This is an optimization exercise on Yosys and OpenROAD, whose aim is small area, not a production implementation. The RTL was checked by simulation tests, not by an equivalence proof against the original design. No activity file was given, so power comes from the tool's default toggle rates.

File: flow/config.mk
export PLATFORM = sky130hd
export DESIGN_NAME = game_top
export DESIGN_NICKNAME = game_top
export VERILOG_FILES = /design/flow/design.v
export SDC_FILE = /design/flow/constraint.sdc
export NUM_CORES = 4
export LEC_CHECK = 0
export ABC_AREA = 1
export CAP_MARGIN = 20
export CORE_MARGIN = 2
export CORE_UTILIZATION = 65
export SLEW_MARGIN = 20
File: flow/constraint.sdc
create_clock -name core_clock -period 10.0 [get_ports {clock}]
set_input_delay 2.0000 -clock core_clock [delete_from_list [all_inputs] [get_ports {clock}]]
set_output_delay 2.0000 -clock core_clock [all_outputs]
set_load 0.01 [all_outputs]
File: flow/design.v
`timescale 1ns/1ps
package game_pkg;
    localparam int ring_slots = 96;    
    localparam int word_bits  = 6;
    localparam int big_slots  = 4;     
endpackage
`timescale 1ns/1ps
`timescale 1ns/1ps
`timescale 1ns/1ps
`timescale 1ns/1ps
`timescale 1ns/1ps
module game_top (
    input  logic        clock,
    input  logic        reset,
    input  logic        keyboard_ready,
    input  logic [2:0]  keyboard_data,
    output logic        key_read_fin,
    input  logic        psel,
    input  logic        penable,
    input  logic        pwrite,
    input  logic [11:0] paddr,
    input  logic [31:0] pwdata,
    output logic [31:0] prdata,
    output logic        pready,
    output logic        pslverr
);
    localparam int N  = game_pkg::ring_slots;
    localparam int WB = game_pkg::word_bits;
    localparam int NB = game_pkg::big_slots;
    localparam logic [2:0] S_IDLE  = 3'd0;
    localparam logic [2:0] S_SPACE = 3'd1;    
    localparam logic [2:0] S_RTGT  = 3'd2;    
    localparam logic [2:0] S_WSRC  = 3'd3;    
    localparam logic [2:0] S_WTGT  = 3'd4;    
    logic [N*WB-1:0] ring;           
    logic [WB-1:0]   head_word;
    logic [WB-1:0]   back_word;      
    logic [3:0]      hh, hv;         
    logic [6:0]      head_idx;
    logic            filling;
    assign head_word = ring[WB-1:0];
    assign head_idx  = {hv, 3'b000} + {2'b00, hv, 1'b0} + {3'b000, hh};
    always_ff @(posedge clock) begin
        ring <= {back_word, ring[N*WB-1:WB]};
    end
    always_ff @(posedge clock) begin
        if (reset) begin
            hh      <= 4'd0;
            hv      <= 4'd0;
            filling <= 1'b1;
        end else begin
            if (hv == 4'd4 && hh == 4'd9) begin    
                hh <= 4'd4;
                hv <= 4'd5;
            end else if (hh == 4'd9) begin
                hh <= 4'd0;
                hv <= (hv == 4'd9) ? 4'd0 : hv + 4'd1;
                if (hv == 4'd9) filling <= 1'b0;
            end else begin
                hh <= hh + 4'd1;
            end
        end
    end
    logic [NB-1:0] b_val;
    logic [6:0]    b_idx [NB];
    logic [NB-1:0] b_hi;             
    logic [NB-1:0] b_match;
    logic [NB-1:0] b_free;           
    logic          b_full;
    logic [1:0]    head_hi;
    logic [6:0]    head_t;
    always_comb begin
        head_hi = 2'b00;
        for (int k = 0; k < NB; k++) begin
            b_match[k] = b_val[k] && (b_idx[k] == head_idx);
            if (b_match[k]) head_hi = {b_hi[k], !b_hi[k]};
        end
        b_full = 1'b1;
        for (int k = 0; k < NB; k++) begin
            b_free[k] = !b_val[k] && b_full;
            b_full    = b_full && b_val[k];
        end
    end
    assign head_t = {head_hi, head_word[4:0]};
    logic [2:0] state;
    logic [3:0] cur_h, cur_v;
    logic       mv;              
    logic       half;            
    logic       player;          
    logic [1:0] dir;             
    logic [6:0] mv_t;            
    logic       accept;
    logic [1:0] dsel;
    logic [3:0] tgt_h, tgt_v;
    logic       on_board;
    logic       at_src, at_tgt;
    logic [6:0] moved;
    logic [6:0] kept;
    assign accept = (state == S_IDLE) && !filling && keyboard_ready && !key_read_fin;
    assign dsel   = (state == S_IDLE) ? keyboard_data[1:0] : dir;
    assign tgt_h = cur_h + ((dsel == 2'd1) ? 4'hf : {3'b000, dsel == 2'd3});
    assign tgt_v = cur_v + ((dsel == 2'd0) ? 4'hf : {3'b000, dsel == 2'd2});
    always_comb begin
        case (dsel)
            2'd0:    on_board = (cur_v != 4'd0);
            2'd1:    on_board = (cur_h != 4'd0);
            2'd2:    on_board = (cur_v != 4'd9);
            default: on_board = (cur_h != 4'd9);
        endcase
    end
    assign at_src = (hh == cur_h) && (hv == cur_v);
    assign at_tgt = (hh == tgt_h) && (hv == tgt_v);
    assign moved  = half ? {1'b0, head_t[6:1]} : head_t - 7'd1;
    assign kept   = half ? {1'b0, head_t[6:1]} + {6'd0, head_t[0]} : 7'd1;    
    always_comb begin
        back_word = head_word;
        if (filling) begin
            if (hh == 4'd2 && hv == 4'd3)      back_word = {1'b0, 5'h17};    
            else if (hh == 4'd8 && hv == 4'd7) back_word = {1'b1, 5'h19};    
            else                               back_word = '0;
        end else if (state == S_WSRC && at_src) begin
            back_word = {player, kept[4:0]};
        end else if (state == S_WTGT && at_tgt) begin
            back_word = {player, mv_t[4:0]};
        end
    end
    always_ff @(posedge clock) begin
        if (reset) begin
            b_val    <= 4'b0011;
            b_idx[0] <= 7'd32;
            b_hi[0]  <= 1'b1;
            b_idx[1] <= 7'd78;
            b_hi[1]  <= 1'b1;
        end else if (state == S_WSRC && at_src) begin
            for (int k = 0; k < NB; k++) begin
                if (b_match[k]) begin    
                    b_val[k] <= kept[5];
                    b_hi[k]  <= 1'b0;
                end
            end
        end else if (state == S_WTGT && at_tgt && mv_t[6:5] != 2'b00) begin
            for (int k = 0; k < NB; k++) begin
                if (b_free[k]) begin
                    b_val[k] <= 1'b1;
                    b_idx[k] <= head_idx;
                    b_hi[k]  <= mv_t[6];
                end
            end
        end
    end
    always_ff @(posedge clock) begin
        if (reset) begin
            state        <= S_IDLE;
            key_read_fin <= 1'b0;
            cur_h        <= 4'd0;
            cur_v        <= 4'd0;
            mv           <= 1'b0;
            half         <= 1'b0;
            player       <= 1'b0;
        end else begin
            key_read_fin <= accept;
            case (state)
                S_IDLE: begin
                    dir <= keyboard_data[1:0];
                    if (accept) begin
                        if (!keyboard_data[2]) begin
                            if (on_board) begin
                                if (!mv) begin
                                    cur_h <= tgt_h;
                                    cur_v <= tgt_v;
                                end else if (!(tgt_v == 4'd5 && tgt_h <= 4'd3)) begin
                                    state <= S_RTGT;    
                                end
                            end
                        end else if (keyboard_data[1:0] == 2'd0) begin    
                            if (mv) begin
                                mv   <= 1'b0;
                                half <= 1'b0;
                            end else if (!(cur_v == 4'd5 && cur_h <= 4'd3)) begin
                                state <= S_SPACE;    
                            end
                        end else if (keyboard_data[1:0] == 2'd1) begin    
                            if (mv) half <= !half;
                        end
                    end
                end
                S_SPACE: begin
                    if (at_src) begin
                        if (head_t[6:1] != 6'd0 && head_word[5] == player) begin
                            mv   <= 1'b1;
                            half <= 1'b0;
                        end
                        state <= S_IDLE;
                    end
                end
                S_RTGT: begin
                    if (at_tgt) state <= (head_t == 7'd0) ? S_WSRC : S_IDLE;
                end
                S_WSRC: begin
                    if (at_src) begin
                        mv_t  <= moved;
                        state <= S_WTGT;
                    end
                end
                default: begin    
                    if (at_tgt) begin
                        state  <= S_IDLE;
                        player <= !player;
                        mv     <= 1'b0;
                        half   <= 1'b0;
                        cur_h  <= player ? 4'd2 : 4'd8;
                        cur_v  <= player ? 4'd3 : 4'd7;
                    end
                end
            endcase
        end
    end
    logic access;
    logic cell_rd, status_rd, err;
    logic mount, city, crown;
    assign access    = psel && penable;
    assign cell_rd   = !pwrite && (paddr < 12'd100);
    assign status_rd = !pwrite && (paddr == 12'h100);
    assign err       = !cell_rd && !status_rd;
    assign mount     = (paddr[6:0] >= 7'd50) && (paddr[6:0] <= 7'd53);
    assign crown     = (paddr[6:0] == 7'd32) || (paddr[6:0] == 7'd78);
    assign city      = (paddr[6:0] == 7'd26) || (paddr[6:0] == 7'd84);
    assign pready  = access && (!cell_rd || (!filling && (mount || paddr[6:0] == head_idx)));
    assign pslverr = access && err;
    always_comb begin
        prdata = '0;
        if (status_rd) begin
            prdata[3:0]   = cur_h;
            prdata[7:4]   = cur_v;
            prdata[9:8]   = {mv, half};
            prdata[12:10] = {1'b0, player, !player};
            prdata[16]    = (state == S_IDLE);
        end else if (mount) begin
            prdata[10:9] = 2'd1;
        end else begin
            prdata[13:11] = (head_t == 7'd0) ? 3'd0 : {1'b0, head_word[5], !head_word[5]};
            prdata[10:9]  = crown ? 2'd2 : city ? 2'd3 : 2'd0;
            prdata[6:0]   = (head_t == 7'd0 && city) ? 7'h43 : head_t;
        end
    end
endmodule
File: flow/flow/run.sh
#!/bin/bash
# The standard layout with three changes that only affect how the cells are chosen:
#  - synthesis maps the logic with an area-only ABC script (flow/abc_area.script);
#    registers, their names and cell types are those of the standard synthesis;
#  - the clock tree uses large clusters of clkbuf_16 and no dummy loads;
#  - the port buffers are buf_1.
# Each tool's output goes to standard.log (make) in this folder.
set -euo pipefail
W=$PWD
{
  echo "proc abc {args} {"
  echo "  set i [lsearch -exact \$args -script]"
  echo "  set args [lreplace \$args \$i [expr {\$i + 1}] -script $W/flow/abc_area.script]"
  echo "  yosys abc {*}\$args"
  echo "}"
  cat synth_recipe.tcl
} > area_synth.tcl
sed "s|SYNTH_SCRIPT=[^ ]*|SYNTH_SCRIPT=$W/area_synth.tcl|" standard.sh > area_standard.sh
export CTS_ARGS="-sink_clustering_enable -repair_clock_nets -buf_list sky130_fd_sc_hd__clkbuf_16 -sink_clustering_size 40 -sink_clustering_max_diameter 60 -dont_use_dummy_load"
export BUFFER_PORTS_ARGS="-buffer_cell sky130_fd_sc_hd__buf_1"
bash area_standard.sh > standard.log 2>&1
File: flow/flow/abc_area.script
strash
dch
map -a
mfs2
strash
dch
map -a
mfs2
strash
dch
map -a
topo
File: flow/standard.sh
#!/bin/bash
# synth_recipe.tcl (not shown) runs the flow's synth.tcl, then flattens the netlist and writes it again
# the make line also repeats each setting of config.mk as NAME=value (left out here)
make -C /OpenROAD-flow-scripts/flow DESIGN_CONFIG=/design/flow/config.mk WORK_HOME=/design/flow/orfs CLKGATE_MAP_FILE= SYNTH_SCRIPT=/design/flow/synth_recipe.tcl "${@:-finish}"
==> run notes, run 1 <==
- For the worst flop-to-flop path, the logic depth is 21.
- The count of hold-fix buffers inserted at cts is 0.
- The cell depth of the worst hold path is 0.
- The region available for standard cell placement spans 24400 sq um.
- CTS placed an instance of sky130_fd_sc_hd__clkbuf_16 at the clock tree root.
- The first global-routing pass estimated 37.9 mm of wire.
- Setup violations remaining at the end of the flow were counted as 0.
- The minimum clock period after layout is 7.92 ns.
- Clock tree synthesis found a total of 645 sinks.
- The critical path capture point type is an output pin.
- In this run the worst path has a maximum fanout of 7.
- Synthesis handed over a netlist of 1188 instances.
- The final count of hold timing violations was 0.
- The share of post-route cells with drive strength above 1 is 3.27%.
- The setup check on the worst reg-to-reg path leaves a slack of 3.73 ns.
- The setup skew after layout is 0.0659 ns.
- The first detailed-routing pass took 5 iterations.
- In this run the most critical hold path is launched from ring[17].
- The maximum number of pins on one net before global-route repair is 41.
- TritonCTS built the clock tree.
- The top cell types in the final layout, fill and taps aside, are sky130_fd_sc_hd__dfxtp_1 (620), sky130_fd_sc_hd__clkinv_1 (87), sky130_fd_sc_hd__nor2_1 (77).
- The effective utilization at floorplan is 66.3%.
- The floorplan step defined a die boundary enclosing 26100 sq um.
- For the pin with the worst max-slew slack, the measured transition is 0.864 ns.
- Data on the critical path is required at its endpoint by 8.00 ns.
- The critical path launch point type is a flop.
- From bottom edge to top edge, the die measures 162 um.
- Wires add up to 22.7 mm.
- The capture instance of the worst register-to-register path is b_idx[1][1].
- The count of max-cap constraint violations is 0.
- In the final timing run, aggregate negative setup slack is 0 ns.
- The critical path is of the flop to output pin type.
- Counting flops and latches in the post-synthesis netlist gives 645.
- The H-tree depth reported by CTS is 1.
- The average size of a mapped cell is 13.6 sq um.
- The count of yosys warnings during synthesis is 2.
- The clock transition at the registers of the reported paths is 0.12 ns.
- Global routing consumed, over all layers together, 17.9% of the routing resources.
- The number of top-level pins is 88.
- The leakage power of the design is 6.80 nW.
- Cells fill 71.3% of the core in the end.
- The floorplan has 57 rows.
- The flow ran to the end and the layout has no timing, DRC or antenna violations.
- The count of port buffers added during placement is 37.
- The antenna diode instance count is 0.
- The final-stage net count is 1335.
- The area growth from synthesis to layout is 7.51%.
- The final worst-path cycle share is 79.2%.
- Of all flip-flops after synthesis, the portion carrying an async set or reset was 0%.
- The clock passes through at most 3 buffers.
- The min-delay analysis places its worst path in the category flop to flop.
- The number of gates resized after cts is 0.
- The initial antenna violation count was 1.
- The number of max-slew violations in the final report is 0.
- The clock reaches the later pin of the worst-skew pair after 0.57 ns.
- The count of nets left with antenna violations once routing finished came out at 0.
- The fmax is 126 MHz.
- After legalization and detailed placement, the total HPWL measured 14.2 mm.
- The relative slew slack is 41.8%.
- The post-CTS setup repair buffer count is 0.
- The routed layout has 7839 vias.
- The number of clock buffers inserted by TritonCTS is 29.
- The detail-routed net length per standard cell is 14.4 um.
- The worst register-to-register path begins at state[0].
- After global routing the overflow that remains totals 0.
- The die extent in x is 162 um.
- The synthesized design contains 25 enable-type register cells.
- The most common cell after layout, fill and taps aside is sky130_fd_sc_hd__dfxtp_1.
- In this run, the number of DRC markers left after iteration 0 of detailed routing was 542.
- The synthesized netlist contains 38 unique library cells.
- The via count of the first global-routing pass is 7558.
- Setup repair after global routing left no endpoint under its margin.
- The dominant synthesized flop cell is sky130_fd_sc_hd__dfxtp_1.
- The worst path arrival time is 5.92 ns.
- The worst hold path terminates at ring[11].
- The routability congestion estimate from global placement is 0.892.
- Sequential cells were found to cover 81.4% of the synthesized design area.
- The netlist area before placement is 16200 sq um.
- The largest voltage drop on the vdd net is 0.171 mV.
- The ratio of total power to cell area is 221 nW/um^2.
- The residual DRC count is 0.
- Using the TritonRoute via totals, the vias-per-cell ratio works out to 4.96.
[power by group]
part,switching (mW),internal [mW],leakage (nW)
logic,0.0307,0.0149,1.21
registers,0.00328,2.58,5.23
clock network,0.687,0.517,0.357
[metal layers]
layer	GRT usage, %	routed length, um	share of wire [%]	vias up
met5	0	13	0.057	-
met4	4.55	590	2.6	2
met3	3.04	1140	5.0	51
met2	27.1	9480	42	169
met1	27.4	11500	51	3625
li1	-	-	-	3992
[registers in the layout, indices dropped and copies added (netlist names)]
| register | cells |
|---|---|
| mv_t | 7 |
| dir | 2 |
| b_val | 4 |
| filling | 1 |
| player | 1 |
| half | 1 |
| b_idx | 28 |
| b_hi | 4 |
| hh | 4 |
| cur_h | 4 |
| key_read_fin | 1 |
| cur_v | 4 |
| mv | 1 |
| ring | 576 |
| hv | 4 |
| state | 3 |
[stage by stage]
stage | hold WS (ns) | power, mW | instances | setup slack, ns | instance area [sq um]
2_1_floorplan | 0.310 | 2.68 | 1205 | 3.89 | 16200
3_3_place_gp | 0.311 | 2.69 | 1550 | 2.66 | 16700
3_5_place_dp | 0.312 | 2.69 | 1550 | 2.63 | 16700
4_1_cts | 0.280 | 3.87 | 1579 | 2.06 | 17400
5_1_grt | 0.269 | 3.97 | 1579 | 1.38 | 17400
6_report | 0.284 | 3.84 | 1579 | 2.08 | 17400
[Yosys cell counts, types with 13 or more instances]
library cell / instances / area share (%)
sky130_fd_sc_hd__dfxtp_1: 620 / 77
sky130_fd_sc_hd__clkinv_1: 87 / 2.0
sky130_fd_sc_hd__nor2_1: 77 / 1.8
sky130_fd_sc_hd__nand2_1: 76 / 1.8
sky130_fd_sc_hd__o21ai_0: 56 / 1.7
sky130_fd_sc_hd__a21oi_1: 35 / 1.1
sky130_fd_sc_hd__edfxtp_1: 25 / 4.6
sky130_fd_sc_hd__nand3_1: 24 / 0.74
sky130_fd_sc_hd__ha_1: 21 / 1.6
sky130_fd_sc_hd__nor3_1: 21 / 0.65
sky130_fd_sc_hd__xor2_1: 19 / 1.0
sky130_fd_sc_hd__buf_4: 18 / 0.84
sky130_fd_sc_hd__o22ai_1: 14 / 0.54
sky130_fd_sc_hd__nand4_1: 13 / 0.50
[final cells by class]
type	instances	area, sq um
clock buffers	29	726
multi-input cells	455	2610
repair buffers	39	154
inverters	87	327
flip-flops and latches	645	13200
fillers	1664	7010
well taps	324	405
[worst max-delay path, stage by stage, from the launching register on]
cell and delay [ns]:
sky130_fd_sc_hd__dfxtp_1 0.53, sky130_fd_sc_hd__fa_1 0.54, sky130_fd_sc_hd__fa_1 0.45, sky130_fd_sc_hd__and2_2 0.21, sky130_fd_sc_hd__nor2_1 0.47, sky130_fd_sc_hd__xor2_1 0.14, sky130_fd_sc_hd__a2111oi_0 0.40, sky130_fd_sc_hd__nand3_1 0.22
sky130_fd_sc_hd__mux2_2 0.29, sky130_fd_sc_hd__nor2_1 0.04, sky130_fd_sc_hd__o21ai_0 0.67, sky130_fd_sc_hd__clkinv_1 0.22, sky130_fd_sc_hd__nor2_1 0.18, sky130_fd_sc_hd__clkinv_1 0.10, sky130_fd_sc_hd__nor2_1 0.13, sky130_fd_sc_hd__nand3_1 0.23
sky130_fd_sc_hd__nor2_1 0.21, sky130_fd_sc_hd__o21ai_0 0.09, sky130_fd_sc_hd__o21ai_0 0.11, sky130_fd_sc_hd__buf_1 0.18
[kinds of logic (layout without fill, tap and decap cells)]
logic type | Yosys count | after routing | share of synthesized area (%)
other cells | 1 | 18 | 0.0232
fa+ha+maj | 25 | 25 | 2.12
flops | 645 | 645 | 81.4
xor+xnor | 31 | 31 | 1.68
simple gates | 229 | 229 | 6.18
buf+inv | 105 | 155 | 2.86
mux | 1 | 1 | 0.0697
compound gates | 151 | 151 | 5.65
[worst max path at each step]
stage          start        end
2_1_floorplan  hv[2]  prdata[0]
3_3_place_gp   hv[2]  prdata[6]
3_5_place_dp   hv[2]  prdata[6]
4_1_cts        hv[2]  prdata[6]
5_1_grt        hv[2]  prdata[6]
6_report       hv[2]  prdata[6]
==> inputs of run 2 (changes only) <==
--- a/flow/flow/run.sh
+++ b/flow/flow/run.sh
@@ -18,3 +18,3 @@
 sed "s|SYNTH_SCRIPT=[^ ]*|SYNTH_SCRIPT=$W/area_synth.tcl|" standard.sh > area_standard.sh
-export CTS_ARGS="-sink_clustering_enable -repair_clock_nets -buf_list sky130_fd_sc_hd__clkbuf_16 -sink_clustering_size 40 -sink_clustering_max_diameter 60 -dont_use_dummy_load"
+export CTS_ARGS="-sink_clustering_enable -repair_clock_nets -buf_list sky130_fd_sc_hd__clkbuf_8 -root_buf sky130_fd_sc_hd__clkbuf_16 -sink_clustering_buffer sky130_fd_sc_hd__clkbuf_8 -sink_clustering_size 22 -sink_clustering_max_diameter 60 -dont_use_dummy_load"
 export BUFFER_PORTS_ARGS="-buffer_cell sky130_fd_sc_hd__buf_1"
==> run 2 against run 1 <==
Against the previous run: sequential power barely moved; final cell count rose by 0.51%; first-iteration DRC count rose by 10%; hold slack got worse by 0.018 ns; still clean.
==> run notes, run 2 <==
- The number of gates resized after cts came to 0 (unchanged).
- The number of max-slew violations in the final report came to 0 (unchanged).
- The area growth from synthesis to layout is 6.52%.
- The share of the synthesized area in the top cell type is 76.8% (unchanged).
- The die extent in x came to 162 um (unchanged).
- The number of synthesized register bits is 645 (unchanged).
- The total negative slack for setup checks was 0 ns (unchanged).
- The post-route antenna net violation count is 0 (unchanged).
- The wire length reported by the detailed router is 22.4 mm (-1.2%).
- The count of max-cap constraint violations is 0 (unchanged).
- The run finished with no timing, DRC or antenna violations.
- The maximum number of pins on one net before global-route repair was 23 (-44%).
- The netlist area before placement is 16200 sq um (unchanged).
- The final worst-path cycle share is 79.0% (-0.20 points).
- The count of yosys warnings during synthesis came to 2 (unchanged).
- The library cell used most frequently in the layout, excluding fill and tap cells, is sky130_fd_sc_hd__dfxtp_1.
- The gate count after technology mapping is 1188 (unchanged).
- The number of placed cells counting well taps is 1550 (unchanged).
- The core area came to 24400 sq um (unchanged).
- The latest clock arrival within the worst-skew pair was 0.51 ns (-0.06 ns).
- The initial antenna violation count came to 0 (-1).
- More flip-flops sit in one register than any other, and that register is ring.
- The number of cells on the worst reg-to-reg path came to 21 (unchanged).
- The worst path arrival time came to 5.90 ns (-0.02 ns).
- The final cell utilization of the core is 70.6% (-0.66 points).
- The ratio of total power to cell area is 214 nW/um^2 (-2.9%).
- The count of flip-flops with a built-in enable after synthesis came to 25 (unchanged).
- In this run the critical register-to-register path is captured at b_idx[1][1].
- The top fanout value on the critical path is 7 (unchanged).
- In the final layout, the registers with the most flip-flops are ring x576, b_idx x28, mv_t x7.
- The setup path with the least slack is of type flop to output pin.
- The startpoint of the worst-slack reg-to-reg timing path is state[1].
- By area the synthesized netlist is led by sky130_fd_sc_hd__dfxtp_1 (77%), sky130_fd_sc_hd__edfxtp_1 (4.6%), sky130_fd_sc_hd__clkinv_1 (2.0%), sky130_fd_sc_hd__nor2_1 (1.8%), sky130_fd_sc_hd__nand2_1 (1.8%).
- The leakage power of the design is 6.73 nW (-0.97%).
- The largest voltage drop on the vdd net is 0.176 mV (+3.3%).
- The die height was 162 um (unchanged).
- The worst hold path belongs to the class flop to flop.
- The count of port buffers added during placement is 37 (unchanged).
- The average size of a mapped cell is 13.6 sq um (unchanged).
- The worst setup slack before clock tree synthesis is 2.63 ns (unchanged).
- The vias after detailed routing is 7807 (-0.41%).
- The number of filler cells placed in the layout is 1714 (+3.0%).
- The effective utilization at floorplan is 66.3% (unchanged).
- The slew at the pin closest to its max-slew limit is 0.872 ns (+0.00840 ns).
- The DRC violation total after the first TritonRoute iteration was 597 (+10%).
- The number of top-level pins is 88 (unchanged).
- The first-pass GRT wire length is 37.4 mm (-1.2%).
- TritonCTS built the clock tree.
- The part of the Yosys area used for sequential elements is 81.4% (unchanged).
- The average vias per placed instance was 4.92 (-0.91%).
- The relative slew slack is 41.2% (-0.57 points).
- For hold timing, the worst endpoint is ring[413].
- The number of rows in the core area was 57 (unchanged).
- The largest total area in the synthesized netlist belongs to sky130_fd_sc_hd__dfxtp_1.
- The setup skew after layout is 0.0724 ns (+0.00650 ns).
- The number of flip-flops in the largest register is 576 (unchanged).
- The post-layout instance count excluding filler cells is 1587 (+0.51%).
- The final count of hold timing violations is 0 (unchanged).
- The proportion of synthesized flip-flops having asynchronous set or reset is 0% (unchanged).
- The number of endpoints failing setup at the final stage is 0 (unchanged).
- The via count of the first global-routing pass is 7531 (-0.36%).
- The total routing resource utilization after global routing is 17.9% (-0.036 points).
- The fmax was 127 MHz (+0.25%).
- The H-tree depth reported by CTS is 2 (+1).
- The residual DRC count is 0 (unchanged).
- The root cell of the clock tree is sky130_fd_sc_hd__clkbuf_16.
- The count of different cell masters after synthesis is 38 (unchanged).
- The die area was 26100 sq um (unchanged).
- The detailed-router iteration count before antenna repair is 5 (unchanged).
- The detail-routed net length per standard cell is 14.1 um (-1.7%).
- STA classifies the critical path endpoint as an output pin.
- The slack of the worst reg-to-reg path is 3.67 ns (-0.06 ns).
- Among all flip-flop cells after synthesis, the most frequent one is sky130_fd_sc_hd__dfxtp_1.
- Counting instances in the post-synthesis netlist gives the leading cell types as sky130_fd_sc_hd__dfxtp_1 (620), sky130_fd_sc_hd__clkinv_1 (87), sky130_fd_sc_hd__nor2_1 (77).
- Setup repair after global routing left no endpoint under its margin.
- The setup slack of the critical path after layout is 2.10 ns (+0.0197 ns).
- The routability congestion estimate from global placement is 0.892 (unchanged).
- The count of hold-fix buffers inserted at cts is 0 (unchanged).
- The clock transition at the registers of the reported paths is 0.11 ns (about the same).
- The share of post-route cells with drive strength above 1 was 3.88% (+0.61 points).
- The cell depth of the worst hold path came to 0 (unchanged).
- The antenna diode instance count is 0 (unchanged).
- The library cells used most frequently in the layout, excluding fill and tap cells, are sky130_fd_sc_hd__dfxtp_1 (620), sky130_fd_sc_hd__clkinv_1 (87), sky130_fd_sc_hd__nor2_1 (77).
- The number of clock buffers inserted by TritonCTS was 37 (+28%).
- The post-layout total power is 3.69 mW (-3.8%).
- The worst setup path is launched from a flop.
- The post-CTS setup repair buffer count came to 0 (unchanged).
- The total overflow reported by the global router is 0 (unchanged).
- The total number of clock tree sinks is 645 (unchanged).
- The final-stage net count is 1343 (+0.60%).
- The required time of the critical path was 8.00 ns (about the same).
- The detailed placer's ending HPWL is 14.2 mm (unchanged).
- The worst hold path begins at ring[419].
- The minimum clock period after layout is 7.90 ns (-0.0197 ns).
- Among all cell types in the netlist, the one instantiated most often is sky130_fd_sc_hd__dfxtp_1.
- The number of buffers on the longest clock path was 3 (unchanged).
-- run 2: cell counts after synthesis --
Identical to the previous run, type by type.
-- run 2: where the power goes --
group	switching (mW)	leakage (nW)	internal (mW)
clock	0.674	0.292	0.383
combinational	0.0307	1.21	0.0149
sequential	0.00330	5.23	2.58
-- run 2: kinds of logic after synthesis --
logic type | count (synthesis) | synth area share (%)
and+or+nand+nor | 229 | 6.18
adders and majority gates | 25 | 2.12
muxes | 1 | 0.0697
xor gates and xnor gates | 31 | 1.68
DFF | 645 | 81.4
AOI/OAI and AO/OA | 151 | 5.65
other | 1 | 0.0232
buffers and inverters | 105 | 2.86
-- run 2: layout make-up --
class,count,area (sq um),area share [%]
Clock buffer,37,566,3.28
Inverter,87,327,1.90
Multi-Input combinational cell,455,2610,15.1
Sequential cell,645,13200,76.4
Tap cell,324,405,2.35
Timing Repair Buffer,39,154,0.894
-- run 2: metal layers --
metal	GRT usage, %	routed length [um]
met1	27.3	11600
met2	26.0	9150
met3	3.35	1160
met4	6.19	551
met5	0	0
-- run 2: critical path: stages (launching register included) --
cell and delay (ns):
sky130_fd_sc_hd__dfxtp_1 0.53, sky130_fd_sc_hd__fa_1 0.53, sky130_fd_sc_hd__fa_1 0.45, sky130_fd_sc_hd__and2_2 0.21, sky130_fd_sc_hd__nor2_1 0.48, sky130_fd_sc_hd__xor2_1 0.14
sky130_fd_sc_hd__a2111oi_0 0.40, sky130_fd_sc_hd__nand3_1 0.21, sky130_fd_sc_hd__mux2_2 0.29, sky130_fd_sc_hd__nor2_1 0.04, sky130_fd_sc_hd__o21ai_0 0.68, sky130_fd_sc_hd__clkinv_1 0.21
sky130_fd_sc_hd__nor2_1 0.18, sky130_fd_sc_hd__clkinv_1 0.10, sky130_fd_sc_hd__nor2_1 0.13, sky130_fd_sc_hd__nand3_1 0.22, sky130_fd_sc_hd__nor2_1 0.22, sky130_fd_sc_hd__o21ai_0 0.09
sky130_fd_sc_hd__o21ai_0 0.12, sky130_fd_sc_hd__buf_1 0.19
-- run 2: stage by stage --
step | instance area [sq um] | hold WS [ns]
final | 17200 | 0.266
after CTS | 17200 | 0.266
after detailed placement | 16700 | 0.312
after global routing | 17200 | 0.259
after floorplan | 16200 | 0.310
after global placement | 16700 | 0.311
-- run 2: worst max-delay path by stage --
stage / from / end / cells after the start
after floorplan: hv[2] / prdata[0] / 18
after global placement: hv[2] / prdata[6] / 19
after detailed placement: hv[2] / prdata[6] / 19
after CTS: hv[2] / prdata[6] / 19
after global routing: hv[2] / prdata[6] / 19
final: hv[2] / prdata[6] / 19
==> inputs of run 3 (changes only) <==
--- a/flow/design.v
+++ b/flow/design.v
@@ -112,3 +112,3 @@
     assign at_tgt = (hh == tgt_h) && (hv == tgt_v);
-    assign moved  = half ? {1'b0, head_t[6:1]} : head_t - 7'd1;
+    assign moved  = half ? {1'b0, mv_t[6:1]} : mv_t - 7'd1;                    
     assign kept   = half ? {1'b0, head_t[6:1]} + {6'd0, head_t[0]} : 7'd1;    
@@ -123,3 +123,3 @@
         end else if (state == S_WTGT && at_tgt) begin
-            back_word = {player, mv_t[4:0]};
+            back_word = {player, moved[4:0]};
         end
@@ -140,3 +140,3 @@
             end
-        end else if (state == S_WTGT && at_tgt && mv_t[6:5] != 2'b00) begin
+        end else if (state == S_WTGT && at_tgt && moved[6:5] != 2'b00) begin
             for (int k = 0; k < NB; k++) begin
@@ -145,3 +145,3 @@
                     b_idx[k] <= head_idx;
-                    b_hi[k]  <= mv_t[6];
+                    b_hi[k]  <= moved[6];
                 end
@@ -200,3 +200,3 @@
                     if (at_src) begin
-                        mv_t  <= moved;
+                        mv_t  <= head_t;
                         state <= S_WTGT;
@@ -229,5 +229,7 @@
     assign pslverr = access && err;
+    logic nz;
+    assign nz = (head_t != 7'd0);
     always_comb begin
         prdata = '0;
-        if (status_rd) begin
+        if (paddr[8]) begin
             prdata[3:0]   = cur_h;
@@ -237,8 +239,6 @@
             prdata[16]    = (state == S_IDLE);
-        end else if (mount) begin
-            prdata[10:9] = 2'd1;
         end else begin
-            prdata[13:11] = (head_t == 7'd0) ? 3'd0 : {1'b0, head_word[5], !head_word[5]};
-            prdata[10:9]  = crown ? 2'd2 : city ? 2'd3 : 2'd0;
-            prdata[6:0]   = (head_t == 7'd0 && city) ? 7'h43 : head_t;
+            prdata[13:11] = {1'b0, nz && !mount && head_word[5], nz && !mount && !head_word[5]};
+            prdata[10:9]  = mount ? 2'd1 : crown ? 2'd2 : city ? 2'd3 : 2'd0;
+            prdata[6:0]   = mount ? 7'd0 : (!nz && city) ? 7'h43 : head_t;
         end
==> run 3 against run 2 <==
Against the previous run: still clean on timing, DRC and antenna; critical path depth fell by 2; synthesized cell count shrank 0.51%; register-to-register slack gained 0.16 ns; die area about the same; global-route usage is essentially flat; hold slack improved by 0.033 ns; sequential power rose by 2%; worst setup slack better by 0.56 ns; clock skew fell by 0.012 ns; clock power hardly changed; combinational power grew to 7.7 times the previous value; largest power group unchanged; highest routed layer unchanged.
==> run notes, run 3 <==
- The run finished with no timing, DRC or antenna violations.
- By area the synthesized netlist is led by sky130_fd_sc_hd__dfxtp_1 (77%), sky130_fd_sc_hd__edfxtp_1 (4.6%), sky130_fd_sc_hd__clkinv_1 (2.3%), sky130_fd_sc_hd__o21ai_0 (1.7%), sky130_fd_sc_hd__ha_1 (1.6%).
- The critical path capture point type is an output pin.
- The die area is 26200 sq um (about the same).
- The antenna diode instance count is 0 (unchanged).
- The routed length on met1 came to 11.6 mm (+0.29%).
- The total routing resource utilization after global routing is 17.9% (-0.033 points).
- The detailed router used layers up to and including met4.
- The design area is 17200 sq um (about the same).
- The worst setup path is launched from a flop.
- The routability congestion estimate from global placement is 0.882 (-1.1%).
- The maximum number of pins on one net before global-route repair came to 25 (+8.7%).
- The share of the synthesized area in the top cell type was 76.8% (about the same).
- The share of post-route cells with drive strength above 1 is 3.82% (-0.061 points).
- The count of hold-fix buffers inserted at cts is 0 (unchanged).
- The vias after detailed routing came to 7797 (-0.13%).
- The post-route antenna net violation count is 0 (unchanged).
- Setup repair after global routing left no endpoint under its margin.
- The residual DRC count is 0 (unchanged).
- The dominant cell type by area after synthesis is sky130_fd_sc_hd__dfxtp_1.
- The number of clock buffers inserted by TritonCTS came to 37 (unchanged).
- The effective utilization at floorplan is 66.3% (about the same).
- The fmax is 136 MHz (+7.6%).
- The setup slack of the critical path after layout is 2.66 ns (+0.561 ns).
- The number of filler cells placed in the layout was 1688 (-1.5%).
- The average vias per placed instance came to 4.93 (+0.25%).
- The core area is 24400 sq um (unchanged).
- In the synthesized netlist, the cells that appear most often are sky130_fd_sc_hd__dfxtp_1 (620), sky130_fd_sc_hd__clkinv_1 (98), sky130_fd_sc_hd__nor2_1 (69).
- The area growth from synthesis to layout is 6.55% (about the same).
- The final count of hold timing violations is 0 (unchanged).
- The number of synthesized register bits is 645 (unchanged).
- The proportion of synthesized flip-flops having asynchronous set or reset was 0% (unchanged).
- The final worst-path cycle share is 73.4% (-5.6 points).
- The class of the tightest hold or removal check is flop to flop.
- The ratio of total power to cell area is 234 nW/um^2 (+9.4%).
- The detailed placer's ending HPWL is 14.4 mm (+1.7%).
- The number of buffers on the longest clock path is 3 (unchanged).
- The initial antenna violation count was 0 (unchanged).
- The worst hold slack across all endpoints is 0.298 ns (+0.0325 ns).
- The largest registers in the layout are ring x576, b_idx x28, mv_t x7.
- The total overflow reported by the global router is 0 (unchanged).
- The die height is 162 um (about the same).
- The required time of the critical path is 8.00 ns (about the same).
- Leaving out fill and tap cells, the most frequent cells in the layout are sky130_fd_sc_hd__dfxtp_1 (620), sky130_fd_sc_hd__clkinv_1 (98), sky130_fd_sc_hd__nor2_1 (69).
- The clock transition at the registers of the reported paths came to 0.12 ns (about the same).
- The leakage power of the design was 6.72 nW (-0.24%).
- The library cell with the highest instance count after synthesis is sky130_fd_sc_hd__dfxtp_1.
- The number of endpoints failing setup at the final stage was 0 (unchanged).
- The amount of wire on met3 after detailed routing is 1.02 mm (-11%).
- The total negative slack for setup checks came to 0 ns (unchanged).
- The cell depth of the worst hold path was 0 (unchanged).
- The count of yosys warnings during synthesis is 2 (unchanged).
- The number of flip-flops in the largest register is 576 (unchanged).
- The DRC violation total after the first TritonRoute iteration is 414 (-31%).
- The number of gates resized after cts was 0 (unchanged).
- The number of max-slew violations in the final report is 0 (unchanged).
- The count of flip-flops with a built-in enable after synthesis is 25 (unchanged).
- The detailed-router iteration count before antenna repair is 5 (unchanged).
- The worst path arrival time is 5.34 ns (-0.56 ns).
- The detailed-routed wire length on met2 is 9.22 mm (+0.81%).
- The detail-routed net length per standard cell is 14.3 um (+1.1%).
- The H-tree depth reported by CTS is 2 (unchanged).
- The wire length reported by the detailed router came to 22.6 mm (+0.69%).
- The top fanout value on the critical path is 9 (+2).
- The relative slew slack was 34.1% (-7.1 points).
- The setup skew after layout is 0.0603 ns (-0.0121 ns).
- The slew at the pin closest to its max-slew limit is 0.981 ns (+0.109 ns).
- The gate count after technology mapping is 1182 (-0.51%).
- The post-layout instance count excluding filler cells came to 1581 (-0.38%).
- The minimum clock period after layout came to 7.34 ns (-0.561 ns).
- The post-CTS setup repair buffer count is 0 (unchanged).
- The number of placed cells counting well taps is 1544 (-0.39%).
- The count of different cell masters after synthesis is 39 (+2.6%).
- The via count of the first global-routing pass is 7426 (-1.4%).
- Ranked by flip-flop count, first place goes to ring.
- Leaving out fill and tap cells, the most frequent cell in the layout is sky130_fd_sc_hd__dfxtp_1.
- TritonCTS built the clock tree.
- The netlist area before placement is 16200 sq um (about the same).
- The count of max-cap constraint violations is 0 (unchanged).
- The classification of the worst setup path is flop to output pin.
- The tree is rooted in a sky130_fd_sc_hd__clkbuf_16.
- The number of rows in the core area is 57 (unchanged).
- The latest clock arrival within the worst-skew pair is 0.51 ns (about the same).
- The placement-stage cell area is 16700 sq um (about the same).
- The worst setup slack before clock tree synthesis is 3.16 ns (+0.529 ns).
- The number of cells on the worst reg-to-reg path was 25 (+19%).
- The first-pass GRT wire length is 37.5 mm (+0.26%).
- The average size of a mapped cell is 13.7 sq um (+0.55%).
- The part of the Yosys area used for sequential elements is 81.4% (about the same).
- The final-stage net count is 1337 (-0.45%).
- The largest voltage drop on the vdd net is 0.190 mV (+8.0%).
- The die extent in x is 162 um (about the same).
- The count of port buffers added during placement came to 37 (unchanged).
- The dominant synthesized flop cell is sky130_fd_sc_hd__dfxtp_1.
- The number of top-level pins is 88 (unchanged).
- The total number of clock tree sinks is 645 (unchanged).
-- run 3: cell count changes in the layout (fill, tap and decap cells not counted), moves of 3 or more --
| cell | before | now |
|---|---|---|
| sky130_fd_sc_hd__nand2_1 | 76 | 64 |
| sky130_fd_sc_hd__o22ai_1 | 14 | 9 |
| sky130_fd_sc_hd__a221oi_1 | 2 | 7 |
| sky130_fd_sc_hd__xnor2_1 | 12 | 19 |
| sky130_fd_sc_hd__clkinv_1 | 87 | 98 |
| sky130_fd_sc_hd__nor2_1 | 77 | 69 |
| sky130_fd_sc_hd__a21oi_1 | 35 | 43 |
| sky130_fd_sc_hd__nor3_1 | 21 | 16 |
| sky130_fd_sc_hd__nor4_1 | 10 | 7 |
| sky130_fd_sc_hd__a31oi_1 | 3 | 7 |
| sky130_fd_sc_hd__o211ai_1 | 10 | 6 |
| sky130_fd_sc_hd__a211oi_1 | 8 | 3 |
| sky130_fd_sc_hd__nand3_1 | 24 | 18 |
-- run 3: where the power goes --
part	switching (mW)	leakage, nW	internal (mW)
clock network	0.673	0.292	0.383
registers	0.0293	5.25	2.60
logic	0.232	1.18	0.118
total	0.934	6.72	3.10
-- run 3: final cells by class --
cell class                 instances  area, sq um  share of cell area [%]
sequential                       645        13200                    76.4
tap                              324          405                    2.35
clock buffer                      37          566                    3.28
timing repair buffer              39          154                   0.893
multi-input combinational        438         2570                    14.9
inverter                          98          368                    2.13
-- run 3: final timing paths --
| kind | endpoint | startpoint | slack, ns |
|---|---|---|---|
| worst max register to register | b_val[3] | state[2] | 3.83 |
| worst min register to register | ring[495] | ring[501] | 0.30 |
| worst min-delay path | ring[495] | ring[501] | 0.30 |
| worst max-delay path | prdata[1] | hv[2] | 2.66 |
-- run 3: metrics by stage --
step | utilization [%] | power (mW)
after detailed placement | 68.3 | 3.03
final | 70.6 | 4.04
after global routing | 70.6 | 4.23
after floorplan | - | 2.94
after global placement | 68.3 | 3.03
after CTS | 70.6 | 4.07
-- run 3: worst max-delay path: stages (launching register included) --
cell	delay, ns
sky130_fd_sc_hd__dfxtp_1	0.55
sky130_fd_sc_hd__fa_1	0.54
sky130_fd_sc_hd__fa_1	0.78
sky130_fd_sc_hd__clkinv_1	0.29
sky130_fd_sc_hd__a22oi_1	0.21
sky130_fd_sc_hd__nand3_1	0.09
sky130_fd_sc_hd__a2111oi_0	0.32
sky130_fd_sc_hd__nand2_1	0.10
sky130_fd_sc_hd__nor4_1	0.41
sky130_fd_sc_hd__clkinv_1	0.19
sky130_fd_sc_hd__nand2_1	0.13
sky130_fd_sc_hd__nand2_1	0.12
sky130_fd_sc_hd__nor2_1	0.14
sky130_fd_sc_hd__clkinv_1	0.13
sky130_fd_sc_hd__nor4_1	0.39
sky130_fd_sc_hd__o21ai_0	0.18
sky130_fd_sc_hd__o21ai_0	0.13
sky130_fd_sc_hd__buf_1	0.18
-- run 3: kinds of logic (layout without fill, tap and decap cells) --
logic type               Yosys count  count (layout)  share of synthesized area, %
buffers and inverters            116             174                          3.11
adder cells (fa/ha/maj)           25              25                          2.12
flip-flops                       645             645                          81.4
other                              1              18                        0.0232
XOR/XNOR                          37              37                          2.00
AO/OA/AOI/OAI                    162             162                          6.07
AND/OR/NAND/NOR                  196             196                          5.28
-- run 3: layer usage --
layer	vias to the layer above	global-route usage, %
met5	-	0
met3	60	3.45
met1	3591	27.5
li1	3978	-
met4	0	6.64
met2	168	25.3
==> inputs of run 4 (changes only) <==
--- a/flow/flow/run.sh
+++ b/flow/flow/run.sh
@@ -2,4 +2,5 @@
 # The standard layout with three changes that only affect how the cells are chosen:
-#  - synthesis maps the logic with an area-only ABC script (flow/abc_area.script);
-#    registers, their names and cell types are those of the standard synthesis;
+#  - synthesis maps the logic with an area-only ABC script (flow/abc_area.script) and
+#    leaves adders to ABC instead of the adder cell map; registers, their names and
+#    cell types are those of the standard synthesis;
 #  - the clock tree uses large clusters of clkbuf_16 and no dummy loads;
@@ -10,2 +11,3 @@
 {
+  echo "if {[info exists ::env(ADDER_MAP_FILE)]} { unset ::env(ADDER_MAP_FILE) }"
   echo "proc abc {args} {"
==> run 4 against run 3 <==
Against the previous run: still clean; count of clock-buffer cells in the layout unchanged; register-to-register slack better by 0.77 ns; area after synthesis decreased by 1.0%; global-route usage up 0.20 points; sequential cell count is the same; clock power hardly changed; utilization decreased by 0.26 points; die area fell by 0.98%; critical path depth increased by 12; synthesized cell count rose by 2.3%; non-clock buffer count unchanged; largest cell class unchanged; largest power group unchanged.
==> run notes, run 4 <==
- The post-CTS setup repair buffer count is 0 (unchanged).
- The effective utilization at floorplan is 66.0% (-0.28 points).
- The average size of a mapped cell is 13.2 sq um (-3.2%).
- The hold path startpoint is ring[373].
- After synthesis, the most frequently instantiated cells are sky130_fd_sc_hd__dfxtp_1 (620), sky130_fd_sc_hd__clkinv_1 (103), sky130_fd_sc_hd__nor2_1 (102).
- The routability congestion estimate from global placement came to 0.891 (+1.0%).
- The worst stage delay on the critical path came to 0.43 ns (-0.35 ns).
- The number of gates resized after cts is 0 (unchanged).
- The wire length reported by the detailed router came to 22.6 mm (+0.31%).
- The detailed-router iteration count before antenna repair came to 5 (unchanged).
- The startpoint identified for the worst register-to-register timing path is state[2].
- The largest register by flop count is ring.
- The number of endpoints failing setup at the final stage is 0 (unchanged).
- The detailed placer's ending HPWL was 14.2 mm (-1.6%).
- The latest clock arrival within the worst-skew pair was 0.52 ns (about the same).
- The total routing resource utilization after global routing was 18.1% (+0.20 points).
- The proportion of synthesized flip-flops having asynchronous set or reset is 0% (unchanged).
- The required time of the critical path came to 8.00 ns (about the same).
- Among all flip-flop cells after synthesis, the most frequent one is sky130_fd_sc_hd__dfxtp_1.
- The detail-routed net length per standard cell is 14.1 um (-1.4%).
- The critical path launch point type is a flop.
- The total overflow reported by the global router is 0 (unchanged).
- Sorting the synthesized cells by area gives the leading types as sky130_fd_sc_hd__dfxtp_1 (78%), sky130_fd_sc_hd__edfxtp_1 (4.7%), sky130_fd_sc_hd__clkinv_1 (2.4%), sky130_fd_sc_hd__nor2_1 (2.4%), sky130_fd_sc_hd__o21ai_0 (2.2%).
- The first-pass GRT wire length is 37.4 mm (-0.28%).
- The ratio of total power to cell area was 228 nW/um^2 (-2.9%).
- The classification of the worst setup path is flop to output pin.
- The via count of the first global-routing pass is 7418 (-0.11%).
- In the final layout, the registers with the most flip-flops are ring x576, b_idx x28, mv_t x7.
- The number of synthesized register bits is 645 (unchanged).
- The setup skew after layout was 0.0527 ns (-0.00757 ns).
- The library cell with the highest instance count after synthesis is sky130_fd_sc_hd__dfxtp_1.
- The residual DRC count is 0 (unchanged).
- The leakage power of the design was 6.50 nW (-3.2%).
- The post-layout total power was 3.88 mW (-3.8%).
- The slew at the pin closest to its max-slew limit is 0.947 ns (-0.0341 ns).
- The sequential share of power is 67.2% (+2.0 points).
- The total number of clock tree sinks is 645 (unchanged).
- The final count of hold timing violations came to 0 (unchanged).
- The number of max-slew violations in the final report is 0 (unchanged).
- STA classifies the critical path endpoint as an output pin.
- The count of hold-fix buffers inserted at cts is 0 (unchanged).
- The count of max-cap constraint violations came to 0 (unchanged).
- The count of yosys warnings during synthesis is 2 (unchanged).
- The tightest min-delay check is of the flop to flop type.
- The cell repeated most along the worst path is sky130_fd_sc_hd__clkinv_1.
- The final cell utilization of the core came to 70.4% (-0.26 points).
- The number of placed cells counting well taps is 1570 (+1.7%).
- The die area is 25900 sq um (-0.98%).
- The run finished with no timing, DRC or antenna violations.
- The TritonCTS clock tree is yes.
- In this run the clock root is driven by a sky130_fd_sc_hd__clkbuf_16.
- The top fanout value on the critical path is 8 (-1).
- The final worst-path cycle share is 73.4% (about the same).
- On the critical path, the stage with the largest delay is an instance of sky130_fd_sc_hd__dfxtp_1.
- The power spent charging and discharging nets came to 0.838 mW (-10%).
- The number of flip-flops in the largest register is 576 (unchanged).
- The die height is 161 um (-0.49%).
- The post-route antenna net violation count is 0 (unchanged).
- The number of buffers on the longest clock path came to 3 (unchanged).
- The vias after detailed routing is 7937 (+1.8%).
- The relative slew slack came to 36.5% (+2.4 points).
- The total negative slack for setup checks came to 0 ns (unchanged).
- The part of the Yosys area used for sequential elements came to 82.2% (+0.83 points).
- The internal power is 3.04 mW (-1.9%).
- The fmax is 136 MHz (about the same).
- The gate count after technology mapping is 1209 (+2.3%).
- The count of port buffers added during placement came to 37 (unchanged).
- The most common cell after layout, fill and taps aside is sky130_fd_sc_hd__dfxtp_1.
- The maximum number of pins on one net before global-route repair is 32 (+28%).
- The worst path arrival time is 5.34 ns (about the same).
- The die extent in x is 161 um (-0.49%).
- The logic gate share of total power is 5.6% (-3.1 points).
- The netlist area before placement is 16000 sq um (-1.0%).
- The initial antenna violation count is 0 (unchanged).
- The core area is 24200 sq um (-0.58%).
- The count of different cell masters after synthesis is 35 (-10%).
- The average vias per placed instance is 4.94 (about the same).
- The DRC violation total after the first TritonRoute iteration is 644 (+56%).
- The clock transition at the registers of the reported paths came to 0.11 ns (about the same).
- The number of top-level pins was 88 (unchanged).
- The worst setup path startpoint is hh[1].
- The H-tree depth reported by CTS came to 2 (unchanged).
- The share of post-route cells with drive strength above 1 was 3.50% (-0.31 points).
- Setup repair after global routing left no endpoint under its margin.
- The area growth from synthesis to layout is 6.60% (about the same).
- The switching share of power is 21.6% (-1.6 points).
- The number of clock buffers inserted by TritonCTS is 37 (unchanged).
- The share of the synthesized area in the top cell type is 77.5% (+0.78 points).
- The largest voltage drop on the vdd net was 0.184 mV (-3.1%).
- The post-layout instance count excluding filler cells came to 1608 (+1.7%).
- The count of flip-flops with a built-in enable after synthesis is 25 (unchanged).
- The final-stage net count is 1339 (+0.15%).
- The antenna diode instance count is 0 (unchanged).
- The synthesized design spends more area on one cell type than any other, namely sky130_fd_sc_hd__dfxtp_1.
- The part of the power in the clock network came to 27.2% (+1.1 points).
- The minimum clock period after layout was 7.34 ns (-0.00319 ns).
- In the layout the commonest cells are sky130_fd_sc_hd__dfxtp_1 (620), sky130_fd_sc_hd__clkinv_1 (103), sky130_fd_sc_hd__nor2_1 (102).
- The number of rows in the core area was 57 (unchanged).
run 4: cell count changes after synthesis, moves of 4 or more:
cell	before	now
sky130_fd_sc_hd__a211oi_1	3	9
sky130_fd_sc_hd__a31oi_1	7	11
sky130_fd_sc_hd__clkinv_1	98	103
sky130_fd_sc_hd__fa_1	4	0
sky130_fd_sc_hd__ha_1	21	0
sky130_fd_sc_hd__nand2_1	64	72
sky130_fd_sc_hd__nor2_1	69	102
sky130_fd_sc_hd__nor3_1	17	22
sky130_fd_sc_hd__o21ai_0	56	70
sky130_fd_sc_hd__xnor2_1	19	11
run 4: power by group through the flow:
stage / clock network, mW / logic, mW / registers, mW
2_1_floorplan: 0 / 0.164 / 2.66
3_3_place_gp: 0 / 0.209 / 2.67
3_5_place_dp: 0 / 0.213 / 2.67
4_1_cts: 1.10 / 0.214 / 2.61
5_1_grt: 1.19 / 0.243 / 2.61
6_report: 1.06 / 0.218 / 2.61
run 4: layout make-up:
type | count | area, sq um
timing repair buffer | 39 | 158
multi-input combinational | 460 | 2390
fill | 1690 | 7180
inverter | 103 | 387
clock buffer | 37 | 566
tap | 324 | 405
sequential | 645 | 13200
run 4: routing by layer:
metal	wire (um)	part of all wire, %	global-route usage, %
met3	1180	5.2	3.77
met1	11600	51	27.6
met5	0	0	0
met4	639	2.8	6.17
met2	9240	41	25.9
run 4: worst paths after layout:
kind,endpoint,slack [ns],cells after the start
setup reg to reg,b_idx[0][0],4.60,22
hold reg to reg,ring[367],0.28,0
hold / removal,ring[367],0.28,0
setup / recovery,prdata[1],2.66,29
run 4: critical path: cells and delay by family, from the launching register on:
kind	cells	cell delay [ns]
simple gates	13	2.11
buf+inv	9	1.11
compound gates	6	0.93
flops	1	0.43
xor+xnor	1	0.25
run 4: stage by stage:
step / hold slack (ns) / setup WS (ns) / area (sq um)
final: 0.281 / 2.66 / 17100
after global routing: 0.285 / 2.01 / 17100
after CTS: 0.285 / 2.69 / 17100
after detailed placement: 0.312 / 3.24 / 16500
after global placement: 0.311 / 3.34 / 16500
after floorplan: 0.310 / 4.36 / 16100
run 4: cell families after synthesis:
| logic type | share of synthesized area (%) |
|---|---|
| AOI/OAI and AO/OA | 6.83 |
| and+or+nand+nor | 6.03 |
| xor gates and xnor gates | 1.64 |
| DFF | 82.2 |
| buffers and inverters | 3.26 |
| other | 0.0234 |
==> inputs of run 5 (changes only) <==
==> flow/flow/abc_area.script (replaced) <==
strash
&get -n
&deepsyn -T 40
&put
dch
map -a
mfs2
strash
&get -n
&deepsyn -T 40
&put
dch
map -a
mfs2
strash
dch
map -a
topo
==> run 5 against run 4 <==
Against the previous run: sequential cell count stayed put; critical path type unchanged; largest cell class unchanged; routed wire length is 2.6% higher; global-route usage is 0.37 points higher; sequential power hardly changed.
==> run notes, run 5 <==
- The number of max-slew violations in the final report is 0 (unchanged).
- The detailed-router iteration count before antenna repair is 5 (unchanged).
- The worst path arrival time is 5.36 ns (+0.02 ns).
- The via count of the first global-routing pass was 7468 (+0.67%).
- TritonCTS built the clock tree.
- The fmax came to 136 MHz (-0.27%).
- The routability congestion estimate from global placement came to 0.927 (+4.0%).
- The netlist area before placement came to 15900 sq um (-0.82%).
- The number of synthesized register bits is 645 (unchanged).
- The root cell of the clock tree is sky130_fd_sc_hd__clkbuf_16.
- The average vias per placed instance is 4.88 (-1.1%).
- The initial antenna violation count was 0 (unchanged).
- The number of rows in the core area is 57 (unchanged).
- The proportion of synthesized flip-flops having asynchronous set or reset is 0% (unchanged).
- The post-CTS setup repair buffer count is 0 (unchanged).
- The detailed placer's ending HPWL was 14.9 mm (+5.0%).
- The flow ran to the end and the layout has no timing, DRC or antenna violations.
- The top fanout value on the critical path is 8 (unchanged).
- The part of the power in the clock network is 28.9% (+1.7 points).
- The H-tree depth reported by CTS came to 2 (unchanged).
- The path class of the tightest hold or removal check is flop to flop.
- The residual DRC count is 0 (unchanged).
- The ratio of total power to cell area is 218 nW/um^2 (-4.0%).
- The switching share of power was 19.4% (-2.2 points).
- The total negative slack for setup checks came to 0 ns (unchanged).
- The number of clock buffers inserted by TritonCTS is 38 (+2.7%).
- The largest registers in the layout are ring x576, b_idx x28, mv_t x7.
- The clock transition at the registers of the reported paths is 0.11 ns (about the same).
- The number of gates resized after cts is 0 (unchanged).
- The final count of hold timing violations is 0 (unchanged).
- The core area is 24200 sq um (-0.29%).
- The gate count after technology mapping was 1191 (-1.5%).
- The vias after detailed routing was 7775 (-2.0%).
- The power spent charging and discharging nets is 0.717 mW (-14%).
- The largest voltage drop on the vdd net is 0.178 mV (-3.5%).
- The count of different cell masters after synthesis is 36 (+2.9%).
- The slew at the pin closest to its max-slew limit was 0.896 ns (-0.0509 ns).
- The part of the Yosys area used for sequential elements is 82.9% (+0.68 points).
- The setup path with the least slack is of type flop to output pin.
- The total overflow reported by the global router was 0 (unchanged).
- The die height came to 160 um (-0.40%).
- The final worst-path cycle share came to 73.6% (+0.20 points).
- The share of post-route cells with drive strength above 1 is 3.62% (+0.12 points).
- The required time of the critical path is 8.00 ns (about the same).
- The most used flip-flop cell after synthesis is sky130_fd_sc_hd__dfxtp_1.
- The final-stage net count is 1324 (-1.1%).
- The setup skew after layout is 0.0638 ns (+0.0110 ns).
- The latest clock arrival within the worst-skew pair is 0.51 ns (about the same).
- The average size of a mapped cell came to 13.3 sq um (+0.68%).
- The number of buffers on the longest clock path is 3 (unchanged).
- The wire length reported by the detailed router is 23.2 mm (+2.6%).
- The sequential share of power is 69.8% (+2.6 points).
- The die area is 25700 sq um (-0.80%).
- The count of max-cap constraint violations is 0 (unchanged).
- The count of yosys warnings during synthesis is 2 (unchanged).
- The die extent in x was 160 um (-0.40%).
- The antenna diode instance count is 0 (unchanged).
- The number of top-level pins came to 88 (unchanged).
- The synthesized design spends more area on one cell type than any other, namely sky130_fd_sc_hd__dfxtp_1.
- The relative slew slack is 38.7% (+2.2 points).
- The detail-routed net length per standard cell came to 14.6 um (+3.6%).
- Yosys attributes the largest share of cell area to sky130_fd_sc_hd__dfxtp_1 (78%), sky130_fd_sc_hd__edfxtp_1 (4.7%), sky130_fd_sc_hd__nor2_1 (2.6%), sky130_fd_sc_hd__clkinv_1 (2.5%), sky130_fd_sc_hd__nand2_1 (1.7%).
- The number of flip-flops in the largest register is 576 (unchanged).
- The share of the synthesized area in the top cell type is 78.2% (+0.64 points).
- The internal power was 2.99 mW (-1.9%).
- The total number of clock tree sinks came to 645 (unchanged).
- The final cell utilization of the core is 70.1% (-0.23 points).
- The commonest cells after synthesis are sky130_fd_sc_hd__dfxtp_1 (620), sky130_fd_sc_hd__nor2_1 (109), sky130_fd_sc_hd__clkinv_1 (105).
- The largest register by flop count is ring.
- The first-pass GRT wire length is 37.7 mm (+0.81%).
- STA classifies the critical path endpoint as an output pin.
- The area growth from synthesis to layout is 6.82%.
- The most common cell after layout, fill and taps aside is sky130_fd_sc_hd__dfxtp_1.
- Setup repair after global routing left no endpoint under its margin.
- The worst setup path is launched from a flop.
- Leaving out fill and tap cells, the most frequent cells in the layout are sky130_fd_sc_hd__dfxtp_1 (620), sky130_fd_sc_hd__nor2_1 (109), sky130_fd_sc_hd__clkinv_1 (105).
- The library cell with the highest instance count after synthesis is sky130_fd_sc_hd__dfxtp_1.
- The count of flip-flops with a built-in enable after synthesis is 25 (unchanged).
- The total routing resource utilization after global routing came to 18.4% (+0.37 points).
- The minimum clock period after layout was 7.36 ns (+0.0200 ns).
- The leakage power of the design is 6.48 nW (-0.38%).
- The number of endpoints failing setup at the final stage was 0 (unchanged).
- The maximum number of pins on one net before global-route repair came to 23 (-28%).
- The post-route antenna net violation count was 0 (unchanged).
- The count of hold-fix buffers inserted at cts is 0 (unchanged).
- The effective utilization at floorplan is 65.7% (-0.35 points).
- The DRC violation total after the first TritonRoute iteration is 567 (-12%).
- The count of port buffers added during placement is 37 (unchanged).
- The logic gate share of total power was 1.3% (-4.3 points).
## run 5: changes by cell type after synthesis, sizes merged, moves of 6 or more
cell,before,now
a21oi,42,36
a31oi,11,4
nand3,15,26
nand4,13,6
nor2,102,109
o211ai,9,2
o21ai,70,49
o22ai,11,18
## run 5: final timing paths
check,from,to,slack (ns),depth (start not counted)
max,hv[1],prdata[6],2.64,23
min,ring[533],ring[527],0.27,0
max reg2reg,hv[1],ring[574],4.89,24
min reg2reg,ring[533],ring[527],0.27,0
## run 5: worst max-delay path: stages (launching register included)
cell,delay (ns)
sky130_fd_sc_hd__dfxtp_1,0.49
sky130_fd_sc_hd__clkinv_1,0.24
sky130_fd_sc_hd__nor2_1,0.24
sky130_fd_sc_hd__clkinv_1,0.09
sky130_fd_sc_hd__nand2_1,0.16
sky130_fd_sc_hd__nand2_1,0.12
sky130_fd_sc_hd__o21ai_0,0.12
sky130_fd_sc_hd__nor2_1,0.07
sky130_fd_sc_hd__clkinv_1,0.07
sky130_fd_sc_hd__nand3_1,0.05
sky130_fd_sc_hd__and2_2,0.20
sky130_fd_sc_hd__o21ai_0,0.14
sky130_fd_sc_hd__nand2_1,0.16
sky130_fd_sc_hd__or2_2,0.30
sky130_fd_sc_hd__nand2_1,0.31
sky130_fd_sc_hd__xnor2_1,0.11
sky130_fd_sc_hd__a2111oi_0,0.78
sky130_fd_sc_hd__nand2_1,0.15
sky130_fd_sc_hd__nor2_1,0.13
sky130_fd_sc_hd__a221oi_1,0.08
sky130_fd_sc_hd__o22ai_1,0.27
sky130_fd_sc_hd__clkinv_1,0.16
sky130_fd_sc_hd__o221ai_1,0.26
sky130_fd_sc_hd__buf_1,0.19
## run 5: per-stage QoR
step | area [sq um] | cells | hold slack [ns] | setup slack (ns) | power [mW]
6_report | 17000 | 1593 | 0.275 | 2.64 | 3.71
2_1_floorplan | 15900 | 1208 | 0.310 | 4.14 | 2.68
3_3_place_gp | 16400 | 1555 | 0.310 | 3.25 | 2.69
5_1_grt | 17000 | 1593 | 0.268 | 2.15 | 3.84
3_5_place_dp | 16400 | 1555 | 0.312 | 3.18 | 2.69
4_1_cts | 17000 | 1593 | 0.271 | 2.66 | 3.75
## run 5: cell families (layout without fill, tap and decap cells)
group                  Yosys count  count (layout)  share of synthesized area, %
AO/OA/AOI/OAI                  145             145                          5.52
flip-flops                     645             645                          82.9
XOR/XNOR                        31              31                          1.71
AND/OR/NAND/NOR                246             246                          6.52
buffers and inverters          123             184                          3.33
other                            1              18                        0.0236
## run 5: per-layer routing
layer / up-vias / part of all wire [%] / GRT usage (%)
met1: 3610 / 51 / 28.6
li1: 3958 / - / -
met2: 168 / 41 / 26.7
met4: 0 / 2.4 / 5.73
met5: - / 0 / 0
met3: 39 / 5.6 / 3.28
## run 5: power groups by stage
stage	logic (mW)	registers (mW)	clock network [mW]
2_1_floorplan	0.0331	2.64	0
3_3_place_gp	0.0471	2.64	0
3_5_place_dp	0.0473	2.64	0
4_1_cts	0.0474	2.59	1.11
5_1_grt	0.0528	2.59	1.20
6_report	0.0480	2.59	1.07
## run 5: cell type report
class                      instances  area (sq um)
clock buffer                      38           579
fill                            1681          7220
inverter                         105           394
multi-input combinational        440          2250
sequential                       645         13200
tap                              324           405
timing repair buffer              41           169
==> inputs of run 6 (changes only) <==
--- a/flow/flow/run.sh
+++ b/flow/flow/run.sh
@@ -20,3 +20,3 @@
 sed "s|SYNTH_SCRIPT=[^ ]*|SYNTH_SCRIPT=$W/area_synth.tcl|" standard.sh > area_standard.sh
-export CTS_ARGS="-sink_clustering_enable -repair_clock_nets -buf_list sky130_fd_sc_hd__clkbuf_8 -root_buf sky130_fd_sc_hd__clkbuf_16 -sink_clustering_buffer sky130_fd_sc_hd__clkbuf_8 -sink_clustering_size 22 -sink_clustering_max_diameter 60 -dont_use_dummy_load"
+export CTS_ARGS="-sink_clustering_enable -repair_clock_nets -buf_list sky130_fd_sc_hd__clkbuf_8 -root_buf sky130_fd_sc_hd__clkbuf_16 -sink_clustering_buffer sky130_fd_sc_hd__clkbuf_16 -sink_clustering_size 34 -sink_clustering_max_diameter 55 -dont_use_dummy_load"
 export BUFFER_PORTS_ARGS="-buffer_cell sky130_fd_sc_hd__buf_1"
==> run 6 against run 5 <==
Against the previous run: combinational power about the same; fmax up 0.43%; final area rose by 1.7%; hold slack got worse by 0.014 ns; area after synthesis did not move; die area is the same; count of clock-buffer cells in the layout is 3 lower; largest cell class unchanged; critical path type unchanged; final cell count decreased by 0.19%; register-to-register slack got worse by 0.05 ns; non-clock buffer count unchanged; global-route usage is 1.0 points higher; sequential cell count did not move.
==> run notes, run 6 <==
- The flow ran to the end and the layout has no timing, DRC or antenna violations.
- The footprint of the multi-input gates is 2250 sq um (unchanged).
- The logic gate share of total power came to 1.2% (about the same).
- The power spent charging and discharging nets was 0.755 mW (+5.2%).
- The count of yosys warnings during synthesis is 2 (unchanged).
- Setup repair after global routing left no endpoint under its margin.
- The worst setup path startpoint is hv[1].
- The cell with the largest stage delay on the worst path is sky130_fd_sc_hd__a2111oi_0.
- The post-route antenna net violation count is 0 (unchanged).
- The fmax is 136 MHz (+0.43%).
- The most used flip-flop cell after synthesis is sky130_fd_sc_hd__dfxtp_1.
- The H-tree depth reported by CTS came to 2 (unchanged).
- The number of placed cells counting well taps came to 1555 (unchanged).
- In this run the most critical hold path is launched from ring[11].
- The sequential share of power was 65.0% (-4.8 points).
- The number of top-level pins is 88 (unchanged).
- The post-layout instance count excluding filler cells was 1590 (-0.19%).
- The post-CTS setup repair buffer count came to 0 (unchanged).
- The via count of the first global-routing pass is 7639 (+2.3%).
- The die area came to 25700 sq um (unchanged).
- The total overflow reported by the global router is 0 (unchanged).
- The worst path arrival time was 5.33 ns (-0.03 ns).
- The number of rows in the core area is 57 (unchanged).
- The clock transition at the registers of the reported paths is 0.10 ns (about the same).
- The cell repeated most along the worst path is sky130_fd_sc_hd__nand2_1.
- The proportion of synthesized flip-flops having asynchronous set or reset came to 0% (unchanged).
- The die extent in x is 160 um (unchanged).
- The initial antenna violation count is 0 (unchanged).
- The netlist area before placement is 15900 sq um (unchanged).
- The detailed-router iteration count before antenna repair is 5 (unchanged).
- The relative slew slack is 41.3% (+2.6 points).
- The startpoint of the worst-slack reg-to-reg timing path is hv[1].
- The DRC violation total after the first TritonRoute iteration is 598 (+5.5%).
- The detail-routed net length per standard cell is 15.2 um (+4.5%).
- The worst hold path belongs to the class flop to flop.
- TritonCTS built the clock tree.
- The final count of hold timing violations is 0 (unchanged).
- The leakage power of the design was 6.61 nW (+2.0%).
- The number of clock buffers inserted by TritonCTS is 35 (-7.9%).
- In the post-synthesis netlist, the biggest area contributors are sky130_fd_sc_hd__dfxtp_1 (78%), sky130_fd_sc_hd__edfxtp_1 (4.7%), sky130_fd_sc_hd__nor2_1 (2.6%), sky130_fd_sc_hd__clkinv_1 (2.5%), sky130_fd_sc_hd__nand2_1 (1.7%).
- The internal power is 3.22 mW (+7.8%).
- The worst register-to-register path ends at ring[574].
- The number of synthesized register bits is 645 (unchanged).
- The share of the synthesized area in the top cell type is 78.2% (unchanged).
- The count of max-cap constraint violations is 0 (unchanged).
- The sequential standard cell area is 13200 sq um (unchanged).
- The count of different cell masters after synthesis is 36 (unchanged).
- ring holds more flip-flops than any other register.
- The gate count after technology mapping came to 1191 (unchanged).
## run 6: cell counts after synthesis
No cell type changed its count.
## run 6: critical path, delay by kind of cell (launching register included)
| family | cells | cell delay [ns] |
|---|---|---|
| simple gates | 11 | 1.89 |
| compound gates | 6 | 1.61 |
| buf+inv | 5 | 0.74 |
| flops | 1 | 0.48 |
| xor+xnor | 1 | 0.11 |
## run 6: how the worst max path moves through the flow
stage | endpoint | slack (ns) | cells after the start
3_3_place_gp | prdata[6] | 3.25 | 23
6_report | prdata[6] | 2.67 | 23
2_1_floorplan | prdata[6] | 4.14 | 23
5_1_grt | prdata[6] | 2.15 | 23
3_5_place_dp | prdata[6] | 3.18 | 23
4_1_cts | prdata[6] | 2.66 | 23
## run 6: cells by family after synthesis
group                  synth area share, %
other                               0.0236
buffers and inverters                 3.33
flip-flops                            82.9
AO/OA/AOI/OAI                         5.52
AND/OR/NAND/NOR                       6.52
XOR/XNOR                              1.71
## run 6: metrics by stage
stage               power [mW]  hold WS, ns  cell area (sq um)  utilization (%)  setup slack, ns
floorplan                 2.68        0.310              15900                -             4.14
global placement          2.69        0.310              16400             67.8             3.25
detailed placement        2.69        0.312              16400             67.8             3.18
CTS                       4.02        0.254              17300             71.4             2.66
global route              4.11        0.247              17300             71.4             2.15
finish                    3.98        0.260              17300             71.4             2.67
## run 6: final cells by class
class | count | area share (%)
multi-input combinational | 440 | 13.0
clock buffer | 35 | 5.08
inverter | 105 | 2.28
sequential | 645 | 76.3
tap | 324 | 2.35
timing repair buffer | 41 | 0.979
## run 6: power groups by stage
stage               Sequential [mW]  Clock [mW]  Combinational [mW]
finish                         2.58        1.34              0.0481
global placement               2.64           0              0.0471
detailed placement             2.64           0              0.0473
floorplan                      2.64           0              0.0331
CTS                            2.58        1.38              0.0475
global route                   2.59        1.47              0.0529
## run 6: layer usage
layer  vias up  global-route usage, %  routed length [um]
li1       3972                      -                   -
met5         -                      0                   0
met4         0                   6.14                 634
met1      3652                   29.2               12000
met3        49                   2.94                1280
met2       185                   29.5               10300

-- re-timing with driven ports --
No port has a modelled driver above. Below, the same layouts with a new extraction and two added sets of constraints.
Step 1, drivers: a clkbuf_16 drives clock and a buf_2 each remaining input, both assumed.
Step 2 times the ports against the registers' clock, not the clock port: input delays grow and output delays shrink by t, the midpoint of the rising clock arrivals with the driver on.
a / b / c = ideal ports / drivers / drivers and shift; a / b = the first two.
run | t (ns) | slack for setup (ns) | worst slew at a driven data input, ns
run 1 | 0.585 | 2.077 / 2.032 / 2.617 | 0.04
run 2 | 0.528 | 2.097 / 2.052 / 2.580 | 0.04
run 3 | 0.528 | 2.658 / 2.613 / 3.140 | 0.03
run 4 | 0.547 | 2.661 / 2.608 / 3.155 | 0.05
run 5 | 0.528 | 2.641 / 2.594 / 3.122 | 0.03
run 6 | 0.548 | 2.673 / 2.625 / 3.173 | 0.03
After both steps every run listed still meets setup and hold.
